Context: an optimization exercise on an open-source flow, tuned for small area, a short achievable clock period and few clock cycles. The choices shown serve that exercise and are no tape-out recipe.
Where RTL was checked, it was by simulation tests only, not by an equivalence proof against the original.
Power figures rest on the tool's default switching activity, not on a simulated workload.

==> run G <==
Design cpu, start of the top module:
module cpu (
	input  logic i_clk,
	input  logic i_reset,
	input  logic i_load_addr,
	input  logic i_load_data,
	input  logic i_execute,
	input  cpu_pkg::byte_t i_data_in,
	output cpu_pkg::byte_t o_data_out,
	output logic o_waiting
);
	logic run;
	logic waiting;
	cpu_pkg::byte_t regs [8];
	cpu_pkg::byte_t rax;
	cpu_pkg::byte_t rfl;
	cpu_pkg::byte_t pa;
	logic [5:0] prow0, prow1, prow2, prow3;
	logic [1:0] plo;
	logic e_math, e_ldfm, e_ldfi, e_cpfr, e_stom;
	cpu_pkg::byte_t e_x, e_y, e_r2, e_r3;
	logic la_q;
	cpu_pkg::byte_t din_q;
	cpu_pkg::byte_t haddr;
	cpu_pkg::byte_t dout;
	cpu_pkg::byte_t b0, b1, b2;
	cpu_pkg::byte_t waddr;
	cpu_pkg::byte_t wdata;
	logic write;
	assign o_data_out = dout;
	assign o_waiting = waiting;
	ram u_ram (
		.i_clk(i_clk),
		.i_row0(prow0),
		.i_row1(prow1),
		.i_row2(prow2),
		.i_row3(prow3),
		.i_lo(plo),
		.i_waddr(waddr),
		.i_wdata(wdata),
		.i_write(write),
		.o_b0(b0),
		.o_b1(b1),
		.o_b2(b2)
	);
	function automatic [25:0] rows_of(input [7:0] a);
		logic [5:0] hi, hi1;
		hi = a[7:2];
		hi1 = a[7:2] + 6'd1;
		rows_of = {hi, (a[1:0] == 2'd3) ? hi1 : hi, a[1] ? hi1 : hi,
			(a[1:0] != 2'd0) ? hi1 : hi, a[1:0]};
	endfunction
	cpu_pkg::byte_t op, x, y;
	assign op = b0;
	assign x = b1;
	assign y = b2;
  ...
Settings: LEC_CHECK=0, CAP_MARGIN=20, CORE_MARGIN=2, CORE_UTILIZATION=55, CTS_BUF_LIST=sky130_fd_sc_hd__clkbuf_8, CTS_CLUSTER_DIAMETER=50, CTS_CLUSTER_SIZE=16, SETUP_SLACK_MARGIN=2.2, SLEW_MARGIN=20; clock period 6.5 ns.
run.sh (not shown) runs the stock make flow with config.mk's settings and CLKGATE_MAP_FILE= SYNTH_SCRIPT=/design/flow/synth_recipe.tcl, a recipe that flattens the netlist after the stock synthesis.
==> run H (differences from run G) <==
--- a/flow/design.v
+++ b/flow/design.v
@@ -143,16 +143,17 @@
 	cpu_pkg::byte_t rax;
 	cpu_pkg::byte_t rfl;
 	cpu_pkg::byte_t pa;
 	logic [5:0] prow0, prow1, prow2, prow3;
 	logic [1:0] plo;
 	logic e_math, e_ldfm, e_ldfi, e_cpfr, e_stom;
 	cpu_pkg::byte_t e_x, e_y, e_r2, e_r3;
 	logic la_q;
+	logic ld_q;
 	cpu_pkg::byte_t din_q;
 	cpu_pkg::byte_t haddr;
 	cpu_pkg::byte_t dout;
 	cpu_pkg::byte_t b0, b1, b2;
 	cpu_pkg::byte_t waddr;
 	cpu_pkg::byte_t wdata;
 	logic write;
 	assign o_data_out = dout;
@@ -294,81 +295,84 @@
 	logic wr_en;
 	cpu_pkg::byte_t wr_val;
 	assign wr_en = e_ldfi || e_cpfr || e_ldfm;
 	always_comb begin
 		if (e_ldfm) wr_val = b0;
 		else if (e_ldfi) wr_val = e_y;
 		else wr_val = src_y;
 	end
-	assign write = e_stom;
-	assign waddr = e_y;
-	assign wdata = src_x;
+	always_comb begin
+		if (run) begin
+			write = e_stom;
+			waddr = e_y;
+			wdata = src_x;
+		end else begin
+			write = ld_q;
+			waddr = haddr;
+			wdata = din_q;
+		end
+	end
 	always_ff @(posedge i_clk) begin
 		din_q <= i_data_in;
 		dout <= b0;
 		if (la_q) haddr <= din_q;
-		if (run) begin
-			e_x <= x;
-			e_y <= y;
-			e_r2 <= pa2;
-			e_r3 <= pa3;
-		end else begin
-			e_x <= 8'd8;
-			e_y <= haddr;
-		end
 		if (i_reset) begin
 			run <= 1'b0;
 			waiting <= 1'b1;
 			la_q <= 1'b0;
+			ld_q <= 1'b0;
 			for (int i = 0; i < 8; i++) regs[i] <= 8'd0;
 			rax <= 8'd0;
 			rfl <= 8'd0;
 			e_math <= 1'b0;
 			e_ldfm <= 1'b0;
 			e_ldfi <= 1'b0;
 			e_cpfr <= 1'b0;
 			e_stom <= 1'b0;
 			pa <= i_data_in;
 			{prow3, prow2, prow1, prow0, plo} <= rows_of(i_data_in);
 		end else begin
 			la_q <= i_load_addr;
+			ld_q <= i_load_data;
 			for (int i = 0; i < 8; i++) begin
 				if (wr_en && e_x == 8'(i)) regs[i] <= wr_val;
 			end
 			if (wr_en && e_x == 8'd9) rax <= wr_val;
 			if (e_math) begin
 				rax <= alu_res;
 				rfl <= alu_flags;
 			end
 			if (!run) begin
 				if (i_execute) begin
 					run <= 1'b1;
 					waiting <= 1'b0;
-					e_stom <= 1'b0;
 					pa <= 8'd0;
 					{prow3, prow2, prow1, prow0, plo} <= '0;
 				end else begin
-					e_stom <= i_load_data;
 					pa <= i_data_in;
 					{prow3, prow2, prow1, prow0, plo} <= rows_of(i_data_in);
 				end
 			end else if (e_ldfm || conflict) begin
 				e_math <= 1'b0;
 				e_ldfm <= 1'b0;
 				e_ldfi <= 1'b0;
 				e_cpfr <= 1'b0;
 				e_stom <= 1'b0;
 				{prow3, prow2, prow1, prow0, plo} <= rows_of(pa);
 			end else begin
 				e_math <= is_math;
 				e_ldfm <= is_ldfm;
 				e_ldfi <= is_ldfi;
 				e_cpfr <= is_cpfr;
 				e_stom <= is_stom;
+				e_x <= x;
+				e_y <= y;
+				e_r2 <= pa2;
+				e_r3 <= pa3;
 				pa <= pa_next;
 				{prow3, prow2, prow1, prow0, plo} <= win_next;
 				if (is_halt) begin
 					run <= 1'b0;
 					waiting <= 1'b1;
 				end
 			end
 		end
Settings changed: SETUP_SLACK_MARGIN 2.2 to 2.6.
==> comparison table <==
	run H	run G
Layout overhead on the synthesized area	12.90%	11.80%
Ratio of cells with drive above 1 in the final layout	28.88%	25.68%
Clock network contribution to total cell area	3.670%	4.038%
Stages on worst setup path	17	4
Combinational group power	20.0 mW	22.6 mW
Static power due to leakage	33.43 nW	33.02 nW
Fraction of power consumed by combinational cells	44.2%	43.6%
Max-slew headroom at the worst pin	11.82%	14.21%
Setup Fix Bufs, Post-CTS	125	94
RR Endpoint	pa[5]	u_ram.bank2[39][7]
Die outline area	0.1750 mm^2	0.1737 mm^2
R2R setup slack	1.90 ns	1.97 ns
Multi-input gate share of total cell area	27.48%	26.31%
Die Width	418.3 um	416.8 um
Launch instance of the worst min-delay path	regs[7][1]	haddr[5]
Antenna cell count	3	19
Xor/xnor cell area share of the yosys netlist	1.095%	1.065%
Fraction of the mapped netlist area in compound gates	5.348%	4.899%
Core utilization of the finished layout	62.34%	61.89%
Power density over cell area	423.6 mW/mm^2	494.0 mW/mm^2
Grt peak-use layer	met2	met1
Global-route wire length before repair	409.0 mm	408.0 mm
Syn_area_per_cell	16.99 um^2	17.19 um^2
Result of the run	finished clean	finished clean
Sequential share of the synthesized area	69.39%	69.70%
Non-CTS inverters	100	84
Testbench counts of run G, summed over its fixed seeds: cycles 11,872.
Function not checked in run H: the RTL went through the layout flow alone.

## re-timing with driven ports
The flow's constraints put no driver on any port. The routed layouts listed below were extracted and timed again, unchanged, in two steps. Step 1, drivers: a clkbuf_16 drives i_clk and a buf_2 each remaining input, both assumed. Step 2 moves the port delays by t, midway between the first and last clock arrival at a register: inputs arrive t later, outputs are due t later. That takes back most of the time a late clock gives input paths. Slacks: no drivers / after step 1 / after step 2; pairs: no drivers / after step 1.
run	t, ns	setup slack, ns	hold WS [ns]	clock arrival spread, ns	pins driven straight from the clock port
run G	1.071	1.965 / 1.965 / 1.965	0.444 / 0.444 / 0.444	0.058 / 0.058	1
run H	1.072	1.901 / 1.901 / 1.901	0.471 / 0.471 / 0.471	0.077 / 0.076	1
After both steps every run listed still meets setup and hold.
